From an optimization exercise on the open Yosys and OpenROAD flow, aimed at small area, a short achievable clock period and few clock cycles per item; shortcuts taken in it are not production practice. No run shown here included a check of the RTL's function; only the layout flow was run.

==> flow/design.v (outline; a module is shown in full before it is edited, if it fits) <==
// module hsl_fa: 10 lines
// module hsl_ha: 9 lines
// module hsl_to_rgb_converter: 3246 lines
module hsl_to_rgb_converter (
	input  logic clk,
	input  logic arst_n,
	input  logic hsl_valid,
	output logic hsl_stall,
	input  hsl_pkg::hsl_t hsl,
	output logic rgb_valid,
	input  logic rgb_stall,
	output hsl_pkg::rgb_t rgb
);
  // ...
==> flow/run.sh <==
#!/bin/bash
# synth_recipe.tcl (not shown) runs the flow's synth.tcl, then flattens the netlist and writes it again
# the make line also repeats each setting of config.mk as NAME=value (left out here)
make -C /OpenROAD-flow-scripts/flow DESIGN_CONFIG=/design/flow/config.mk WORK_HOME=/design/flow/orfs CLKGATE_MAP_FILE= SYNTH_SCRIPT=/design/flow/synth_recipe.tcl finish
==> flow/config.mk <==
export PLATFORM = sky130hd
export DESIGN_NAME = hsl_to_rgb_converter
export DESIGN_NICKNAME = hsl_to_rgb_converter
export VERILOG_FILES = /design/flow/design.v
export SDC_FILE = /design/flow/constraint.sdc
export NUM_CORES = 4
export LEC_CHECK = 0
export CAP_MARGIN = 20
export CORE_MARGIN = 2
export CORE_UTILIZATION = 40
export SETUP_SLACK_MARGIN = 3.0
export SLEW_MARGIN = 20
export SYNTH_HIERARCHICAL = 1
export SYNTH_MINIMUM_KEEP_SIZE = 0
==> flow/constraint.sdc <==
create_clock -name core_clock -period 7.0 [get_ports {clk}]
set_input_delay 1.4000 -clock core_clock [delete_from_list [all_inputs] [get_ports {clk}]]
set_output_delay 1.4000 -clock core_clock [all_outputs]
set_load 0.01 [all_outputs]
==> flow_summary.rst, run 1 <==
.. list-table::
   :header-rows: 1

   * - Metric
     - Value
   * - Outcome
     - no timing/DRC/antenna violations
   * - Top layer used by detailed routing
     - met4
   * - Nature of the critical path endpoint
     - flop
   * - Area Growth Syn to Fin
     - 13.47%
   * - Residual DRC count
     - 0
   * - Number of synthesized flops with an enable pin
     - 179
   * - Met3 routing resource usage after global routing
     - 2.718%
   * - Remaining global-route overflow
     - 0
   * - Sum of routed wire segments on met1
     - 17,960 um
   * - Met2 layer wire length in the routed design
     - 18,760 um
   * - Buffers inserted by post-CTS timing repair
     - 23
   * - Met2 Resource Use GR
     - 29.58%
   * - Main flop type after synthesis
     - edfxtp_1
   * - Worst slack after detailed placement
     - 2.468 ns
   * - Global routing met1 resource utilization
     - 25.21%
   * - Final layout net count
     - 1,951
   * - Leading post-synthesis cells by cell area
     - edfxtp_1 31%, fa_1 29%, ha_1 11%
   * - Placer congestion estimate
     - around 0.83
   * - Critical-path cell list
     - and2_4 -> fa_1 -> fa_1 -> fa_1 -> ha_4 -> or2_4 -> a2111oi_4 -> o31a_1 -> nor2_2 -> o41a_1 -> or4_1 -> nand3_1
   * - Post-synthesis xor/xnor area fraction
     - 2.468%
   * - Global-route total usage across every layer
     - 18.27%
   * - Dpl cells
     - between 2,000 and 2,500
   * - Final hold viol count
     - 0
   * - Nature of the critical path startpoint
     - flop
   * - WL per Instance
     - 18.53 um
   * - Final setup violating endpoints
     - 0
   * - Sequential cell area share
     - 27.75%
   * - Post-synthesis cell count
     - 1,437
   * - Multi-In Gates
     - 1,125
   * - Endpoint of the worst hold path
     - sec3[0]$_DFFE_PN_
   * - Skew final
     - 0.01436 ns
   * - Core area
     - 42,980 sq um
==> inputs of run 2 (changes only) <==
--- a/flow/config.mk
+++ b/flow/config.mk
@@ -5,6 +5,7 @@
 export SDC_FILE = /design/flow/constraint.sdc
 export NUM_CORES = 4
 export LEC_CHECK = 0
+export ABC_CLOCK_PERIOD_IN_PS = 2500
 export CAP_MARGIN = 20
 export CORE_MARGIN = 2
 export CORE_UTILIZATION = 40
==> flow_summary.rst, run 2 <==
.. list-table::
   :header-rows: 1

   * - Metric
     - Value
   * - Outcome
     - no timing/DRC/antenna violations (unchanged)
   * - Final hold viol count
     - 0 (unchanged)
   * - Top Ports
     - 63 (unchanged)
   * - Hold_ws
     - 0.4212 ns (unchanged)
   * - Post-synthesis cell count
     - 1,437 (unchanged)
   * - Critical R2R Capture
     - P2[15]$_DFFE_PN_ (unchanged)
   * - Number of synthesized flops with an enable pin
     - 179 (unchanged)
   * - Highest-count cells in the layout ignoring fill and taps
     - 254 x fa_1, 206 x and2_1, 179 x edfxtp_1 (unchanged)
   * - Kind of cell adding the most delay to the critical path
     - adder cells (unchanged)
   * - Effective utilization at floorplan
     - 40.46% (unchanged)
   * - Largest fanout on the critical path
     - 6 (unchanged)
   * - Share of the synthesized area in the top cell type
     - 30.91% (unchanged)
   * - Netlist area before placement
     - 17,390 sq um (unchanged)
   * - DRT antenna net count
     - 0 (unchanged)
   * - Ranking of synthesized cells by instance count
     - 256 x fa_1, 209 x and2_1, 179 x edfxtp_1 (unchanged)
   * - Root buffer cell
     - clkbuf_16 (unchanged)
   * - Main flop type after synthesis
     - edfxtp_1 (unchanged)
   * - CTS Hold Buffers Added
     - 0 (unchanged)
   * - Worst min-delay path class
     - flop to flop (unchanged)
   * - Final layout net count
     - 1,951 (unchanged)
   * - Violation count after the first detailed-route iteration
     - 717 (unchanged)
   * - Clock transition at path regs
     - 0.07 ns (about the same)
   * - Delay of the slowest cell on the worst path
     - 0.53 ns (about the same)
   * - Residual DRC count
     - 0 (unchanged)
   * - Arrival time of the worst setup path
     - 4.45 ns (about the same)
   * - Slew HR
     - 25.11% (unchanged)
   * - Most frequent cell after synthesis
     - fa_1 (unchanged)
   * - Placer congestion estimate
     - 0.8326 (unchanged)
   * - Capture point of the worst path
     - P2[15]$_DFFE_PN_ (unchanged)
   * - Share of flip-flops with an asynchronous set or reset after synthesis
     - 2.186% (unchanged)
   * - Remaining global-route overflow
     - 0 (unchanged)
   * - CTS tree
     - yes (unchanged)
   * - Nature of the critical path endpoint
     - flop (unchanged)
   * - Number of rows created at floorplan
     - 76 (unchanged)
   * - Reported max-cap violation count
     - 0 (unchanged)
   * - Portion of the clock cycle consumed by the worst path in the final layout
     - 58.85% (unchanged)
   * - Number of cells on the critical path
     - 12 (unchanged)
   * - Critical-path cell with the highest stage delay
     - fa_1 (unchanged)
   * - Register name with the most flops
     - r3 (unchanged)
   * - Max-slew violation total from the final report
     - 0 (unchanged)
   * - Skew final
     - 0.01436 ns (unchanged)
   * - Floorplan die area
     - 45,160 sq um (unchanged)
   * - Routed vias
     - 10,920 (unchanged)
   * - Number of clock sinks seen by CTS
     - 183 (unchanged)
   * - Slew at the pin with the worst max-slew slack
     - 1.123 ns (unchanged)
   * - Post-route setup TNS
     - 0 ns (unchanged)
   * - Critical Path Start
     - L1[2]$_DFFE_PN_ (unchanged)
   * - Floorplan die width
     - 212.5 um (unchanged)
   * - Cell variety after synth
     - 64 (unchanged)
   * - #FFs+latches synth
     - 183 (unchanged)
   * - Library cell occupying the most area in the post-synthesis netlist
     - edfxtp_1 (unchanged)
   * - Worst reg2reg path startpoint
     - L1[2]$_DFFE_PN_ (unchanged)
   * - Most frequent standard cell in the layout excluding fill and tap cells
     - fa_1 (unchanged)
   * - Inserted Clock Buffers
     - 17 (unchanged)
   * - Reg-to-reg setup timing slack
     - 2.88 ns (about the same)
   * - Number of antenna violations at the first check in global routing
     - 0 (unchanged)
   * - WL per Instance
     - 18.53 um (unchanged)
   * - CP bufs+invs
     - 0 (unchanged)
   * - Seq/Total Area, Yosys
     - 31.48% (unchanged)
   * - First-pass GRT wire length
     - 63,030 um (unchanged)
   * - Shortest clock period the worst path allows after layout
     - 4.120 ns (unchanged)
   * - Nature of the critical path startpoint
     - flop (unchanged)
   * - Data required time at the worst endpoint
     - 7.33 ns (about the same)
   * - Critical Setup Path Class
     - flop to flop (unchanged)
   * - Via count of the first global-routing pass
     - 11,640 (unchanged)
   * - Vias per std cell
     - 5.182 (unchanged)
   * - Number of I/O port buffers
     - 62 (unchanged)
   * - Number of flip-flops in the largest register
     - 72 (unchanged)
   * - Final setup violating endpoints
     - 0 (unchanged)
   * - Total Wirelength
     - 39,050 um (unchanged)
   * - Most repeated library cell on the critical path
     - fa_1 (unchanged)
   * - Core area
     - 42,980 sq um (unchanged)
   * - CTS H-tree lvls
     - 4 (unchanged)
   * - Critical-path cell list
     - and2_4 -> fa_1 -> fa_1 -> fa_1 -> ha_4 -> or2_4 -> a2111oi_4 -> o31a_1 -> nor2_2 -> o41a_1 -> or4_1 -> nand3_1 (unchanged)
   * - Syn. warnings
     - 7 (unchanged)
   * - Half-perimeter wire length after detailed placement
     - 28,630 um (unchanged)
   * - Die Span Y
     - 212.5 um (unchanged)
   * - Length of the first detailed-routing pass in iterations
     - 5 (unchanged)
   * - Hold path startpoint
     - sec2[0]$_DFFE_PN_ (unchanged)
   * - Unrepaired setup endpoints after global routing
     - true (unchanged)
   * - Global-route total usage across every layer
     - 18.27% (unchanged)
   * - Post-Synthesis Mean Instance Area
     - 12.10 sq um (unchanged)
   * - Clock insertion delay at the later pin of the skew report
     - 0.47 ns (about the same)
   * - Registers with the most flip-flops
     - r3 (72), ro (24), P2 (16) (unchanged)
   * - Area Growth Syn to Fin
     - 13.47% (unchanged)
   * - Max Fclk
     - 0.2427 GHz (unchanged)
   * - Number of buffers on the longest clock path
     - 2 (unchanged)
   * - Share of final-layout standard cells stronger than drive strength 1
     - 7.490% (unchanged)
   * - Number of cell instances on the worst register-to-register path
     - 12 (unchanged)
   * - Antenna diode count
     - 0 (unchanged)
   * - Leading post-synthesis cells by cell area
     - edfxtp_1 31%, fa_1 29%, ha_1 11% (unchanged)
   * - Largest net degree at the start of global routing
     - 81 (unchanged)
run 2: cell counts after synthesis:
Identical to the previous run, type by type.
run 2: what timing repair did:
action                                  in CTS  in global routing
cloned                                       1                  1
setup buffers                               23                  7
pin swaps                                    5                 13
endpoints found under the setup margin      14                 26
endpoints found under the hold margin        0                  0
gates resized for setup                     17                 25
run 2: per-layer routing:
metal  track usage, %  part of all wire (%)  up-vias
met5                0                     0        -
met4            6.173                   2.1        0
met3            2.718                   3.9       50
met2            29.58                    48      231
met1            25.21                    46     5559
li1                 -                     -     5078
run 2: worst min path at each step:
stage / end / slack, ns / depth (start not counted)
after CTS: sec3[0]$_DFFE_PN_ / 0.42 / 0
after floorplan: l2[1]$_DFFE_PN_ / 0.40 / 0
after global placement: sec3[0]$_DFFE_PN_ / 0.40 / 0
final: sec3[0]$_DFFE_PN_ / 0.42 / 0
after global routing: l2[5]$_DFFE_PN_ / 0.43 / 0
after detailed placement: sec3[1]$_DFFE_PN_ / 0.40 / 0
run 2: final cells by class:
cell class	count	area, sq um
tap	585	732.0
timing repair buffer	95	867.1
multi-input combinational	1125	11680
inverter	87	326.6
clock buffer	17	425.4
clock inverter	15	224.0
sequential	183	5475
fill	3944	23250
run 2: worst reg2reg max path: cells and delay by family (launching register included):
kind / cells / cell delay, ns
DFF: 1 / 0.50
adders and majority gates: 4 / 1.70
and+or+nand+nor: 5 / 1.08
AOI/OAI and AO/OA: 3 / 0.72
run 2: modules after synthesis, one instance, submodules excluded:
module,flip-flops and latches,cells,cell area (sq um),copies in the design
hsl_fa,0,1,20.02,251
hsl_ha,0,1,12.51,48
hsl_to_rgb_converter,183,1138,11770,1
run 2: kinds of logic after synthesis:
kind of cell	share of synthesized area (%)
adders and majority gates	40.19
buffers and inverters	3.065
xor gates and xnor gates	2.468
other	0.02156
muxes	0.8633
and+or+nand+nor	13.46
DFF	31.48
AOI/OAI and AO/OA	8.447
run 2: stage by stage:
step                util, %  cell area [sq um]  worst slack [ns]  cells
floorplan                 -              17450             3.003   1448
global placement      43.31              18620             2.419   2043
detailed placement    43.31              18620             2.468   2043
CTS                   45.42              19520             2.850   2099
global route          45.91              19730             2.730   2107
finish                45.91              19730             2.880   2107

## re-timing with driven ports
In the flow no input, the clock included, has a driving cell. The finished layouts below were timed again as built, in two steps.
Step 1 (the two cells are an assumption about what drives the block):
set clk [get_ports {clk}]
set_driving_cell -lib_cell sky130_fd_sc_hd__clkbuf_16 $clk
set_driving_cell -lib_cell sky130_fd_sc_hd__buf_2 [delete_from_list [all_inputs] $clk]
Step 2, shift: input delay + t, output delay - t, t = (earliest + latest rising clock arrival at the registers) / 2. This alone moves slack from input paths to output paths.
Slacks: ideal / step 1 / step 2; pairs: ideal / step 1.
run | t, ns | setup WS [ns] | hold slack, ns
run 1 | 0.513 | 2.880 / 2.880 / 2.880 | 0.421 / 0.421 / 0.421
run 2 | 0.513 | 2.880 / 2.880 / 2.880 | 0.421 / 0.421 / 0.421
After both steps setup and hold are still met in every run listed.
